This is an optimization exercise on Yosys and OpenROAD, whose aim is small area, not a production implementation. In this exercise RTL edits were held to simulation tests only and were not proved equivalent to the original. No activity file was given, so power comes from the tool's default toggle rates.

==> run G <==
## core_top
module core_top (
    input  wire        clk,
    input  wire        rst,
    output wire        imem_req_valid,
    input  wire        imem_req_ready,
    output wire [63:0] imem_req_addr,
    input  wire        imem_rsp_valid,
    output wire        imem_rsp_ready,
    input  wire [63:0] imem_rsp_rdata,
    output wire        dmem_req_valid,
    input  wire        dmem_req_ready,
    output wire [63:0] dmem_req_addr,
    output wire        dmem_req_we,
    output wire [63:0] dmem_req_wdata,
    input  wire        dmem_rsp_valid,
    output wire        dmem_rsp_ready,
    input  wire [63:0] dmem_rsp_rdata,
    output wire        retire_valid,
    output wire [63:0] retire_pc,
    output wire [4:0]  retire_rd,
    output wire        retire_rd_we,
    output wire [63:0] retire_rd_data
);
Settings: LEC_CHECK=0, CAP_MARGIN=20, CORE_MARGIN=2, CORE_UTILIZATION=55, CTS_CLUSTER_DIAMETER=120, CTS_CLUSTER_SIZE=25, SETUP_SLACK_MARGIN=0.1, SLEW_MARGIN=20, SYNTH_HIERARCHICAL=1, SYNTH_MINIMUM_KEEP_SIZE=0; clock period 7.0 ns.
standard.sh (not shown) runs the stock make flow with config.mk's settings and CLKGATE_MAP_FILE= SYNTH_SCRIPT=/design/flow/synth_recipe.tcl, a recipe that flattens the netlist after the stock synthesis.
==> flow/flow/run.sh <==
#!/bin/bash
# The standard layout (the standard.sh, ORFS from synthesis to the final
# layout) with one change: the buffers that buffer_ports puts on every input
# and output port are sky130_fd_sc_hd__buf_1 instead of the cell it picks by
# default.  The full make output goes to standard.log in this folder; ORFS's
# own per-step logs are under orfs/logs.
set -euo pipefail
bash standard.sh "BUFFER_PORTS_ARGS=-buffer_cell sky130_fd_sc_hd__buf_1" finish > standard.log 2>&1
==> run D (differences from run G) <==
--- a/flow/design.v
+++ b/flow/design.v
@@ -154,17 +154,10 @@
     reg  [63:2] pc;      
     reg         nf;      
     reg         drop;    
     reg         guess;   
     reg         xd;      
-    reg         rt;      
-    reg         rval;    
-    reg  [4:0]  rrd;
-    reg         rwe;
-    reg  [20:2] opc;     
-    reg         nh;      
-    reg         ns;      
     reg         tk;      
     reg         dpend;   
     reg  [2:0]  dout;    
     reg         carry;
     reg         eqacc;
@@ -254,11 +247,11 @@
     wire mis      = is_br && (tk_now != guess);
     wire done     = irv && (end_fin || xd || !known);
     wire store_ok = !is_sd || !dmem_req_valid || dmem_req_ready;
     wire fetched  = nf || skip;    
     wire adv_any  = done && fetched && store_ok;
-    wire advance  = adv_any && !mis && !rt;
+    wire advance  = adv_any && !mis;
     wire fixup    = done && fetched && mis;
     wire [18:0] joff = is_jal ? {ir[31], ir[19:12], ir[20], ir[30:22]}
                               : {{9{ir[31]}}, ir[7], ir[30:25], ir[11:9]};
     wire [18:0] lo;
     wire        lo_c;
@@ -271,25 +264,25 @@
         .lo   (lo),
         .c    (lo_c)
     );
     wire        sgn  = jump && joff[18];
     wire        hchg = lo_c != sgn;         
-    wire        skip = irv && hchg && !rt;
+    wire        skip = irv && hchg;
     reg  [43:0] chain;
     reg  [63:21] hi;
     integer     h;
     always @(*) begin
-        chain[0] = rt && nh;
+        chain[0] = advance && hchg;
         for (h = 0; h < 43; h = h + 1) begin
-            chain[h+1] = chain[h] && (pc[21+h] != ns);
+            chain[h+1] = chain[h] && (pc[21+h] != sgn);
             hi[21+h]   = pc[21+h] ^ chain[h];
         end
     end
     wire [63:2] pc_d = {hi, advance ? lo : pc[20:2]};
     wire ld_ir = (!irv || advance) && nf && !drop && imem_rsp_valid;
     wire [31:0] nxt = pc_d[2] ? imem_rsp_rdata[63:32] : imem_rsp_rdata[31:0];
-    assign imem_req_valid = !nf && !hchg && !(rt && nh);
+    assign imem_req_valid = !nf && !hchg;
     assign imem_req_addr  = {pc[63:21], lo[18:1], 3'b000};
     assign imem_rsp_ready = drop || ((!irv || adv_any) && nf);
     wire byp = end_rnd;
     assign dmem_req_valid = dpend || mem_iss;
     assign dmem_req_we    = is_sd;
@@ -301,15 +294,15 @@
         .y   (addr3)
     );
     assign dmem_req_addr  = {byp ? addr3 : rr[63:48], rr[47:0]};
     assign dmem_req_wdata = {byp ? b_rf : ww[63:48], ww[47:0]};
     assign dmem_rsp_ready = !(ldw && !dpend && dout == 3'd1) || (end_rnd && ldw);
-    assign retire_valid   = rt && rval;
-    assign retire_pc      = {pc[63:21], opc, 2'b00};
-    assign retire_rd      = rrd;
-    assign retire_rd_we   = rwe;
-    assign retire_rd_data = rr;
+    assign retire_valid   = end_fin;
+    assign retire_pc      = pcx;
+    assign retire_rd      = rd;
+    assign retire_rd_we   = writes;
+    assign retire_rd_data = {res, rr[47:0]};
     wire dfire  = dmem_req_valid && dmem_req_ready;
     wire drfire = dmem_rsp_valid && dmem_rsp_ready;
     always @(posedge clk or posedge rst) begin
         if (rst) begin
             ph    <= 2'd0;
@@ -319,11 +312,10 @@
             irv   <= 1'b0;
             pc    <= 62'd0;
             nf    <= 1'b0;
             drop  <= 1'b0;
             xd    <= 1'b0;
-            rt    <= 1'b0;
             dpend <= 1'b0;
             dout  <= 3'd0;
         end else begin
             ph    <= ph + 2'd1;
             if (ph3) clr <= 1'b0;
@@ -334,11 +326,10 @@
             else if (advance) irv <= 1'b0;
             if (imem_req_valid && imem_req_ready) nf <= 1'b1;
             if (ld_ir || fixup) nf <= 1'b0;
             if (fixup) drop <= nf && !imem_rsp_valid;   
             else if (imem_rsp_valid) drop <= 1'b0;
-            rt    <= advance;
             if (advance) xd <= 1'b0;
             else if (end_fin || fixup) xd <= 1'b1;
             dpend <= dmem_req_valid && !dmem_req_ready;
             dout  <= dout + {2'd0, dfire} - {2'd0, drfire};
         end
@@ -350,18 +341,10 @@
                      (nxt[6:0] == 7'b1100011 && nxt[14:12] == 3'b001);
         end else if (fixup) begin
             guess <= !guess;
         end
         if (end_fin) tk <= taken;
-        if (advance) begin
-            rval <= known;
-            rrd  <= rd;
-            rwe  <= writes;
-            opc  <= pc[20:2];
-            nh   <= hchg;
-            ns   <= sgn;
-        end
         if (run) begin
             carry <= cout;
             eqacc <= (ph0 || eqacc) && (a_rf == b_rf);
             case (ph)
                 2'd0:    begin rr[15:0]  <= res; ww[15:0]  <= b_rf; end
==> flow/run.sh (new file) <==
#!/bin/bash
# synth_recipe.tcl (not shown) runs the flow's synth.tcl, then flattens the netlist and writes it again
# the make line also repeats each setting of config.mk as NAME=value (left out here)
make -C /OpenROAD-flow-scripts/flow DESIGN_CONFIG=/design/flow/config.mk WORK_HOME=/design/flow/orfs CLKGATE_MAP_FILE= SYNTH_SCRIPT=/design/flow/synth_recipe.tcl finish
--- a/flow/config.mk
+++ b/flow/config.mk
@@ -8,9 +8,9 @@
 export CAP_MARGIN = 20
 export CORE_MARGIN = 2
 export CORE_UTILIZATION = 55
 export CTS_CLUSTER_DIAMETER = 120
 export CTS_CLUSTER_SIZE = 25
-export SETUP_SLACK_MARGIN = 0.1
+export SETUP_SLACK_MARGIN = 0.25
 export SLEW_MARGIN = 20
 export SYNTH_HIERARCHICAL = 1
 export SYNTH_MINIMUM_KEEP_SIZE = 0
removed: flow/flow/run.sh
removed: flow/standard.sh
==> summary of the runs <==
Run D produced a layout that fails on negative setup slack. Run G passed the timing, DRC and antenna checks. Between run G and run D, the lower cell count is in run G (gap about 3.6%, measured against run D). Count of clock-buffer cells in the layout: run D is lower than run G (6). In run G the flip-flop and latch count is higher than in run D, by 29. In run G the clock skew is lower than in run D, by 9.2 ps. Between run G and run D, the lower register-to-register slack is in run G (gap 480 ps). Sequential power is about the same in run D and run G. Of run D and run G, run G has the higher clock power (gap about 0.9%, measured against run G). Of run D and run G, run D has the higher power (gap about 7.5%, measured against run G). Of run D and run G, run D has the higher synthesized cell count (gap about 0.5%, measured against run G). Worst setup slack: run G is better than run D (150 ps).

-- afterwards: timing with drivers on the ports --
Ports are ideal in the flow. The routed layouts listed here were re-timed in OpenROAD.
Step 1: set_driving_cell puts a clkbuf_16 on clk and a buf_2 on each other input, an assumption about the parent block.
Step 2 adds t to the input delays and takes it off the output delays; t is the mean of the earliest and latest rising clock arrival at the registers after step 1. Input paths then give back, and output paths get back, about the clock's delay inside the block.
a / b / c = ideal / step 1 / step 2; a / b = the first two.
run	t, ns	setup WS [ns]	worst data-port slew with drivers (ns)
run G	0.828	0.074 / -0.002 / 0.315	0.13
run D	0.841	-0.076 / -0.158 / 0.682	0.13
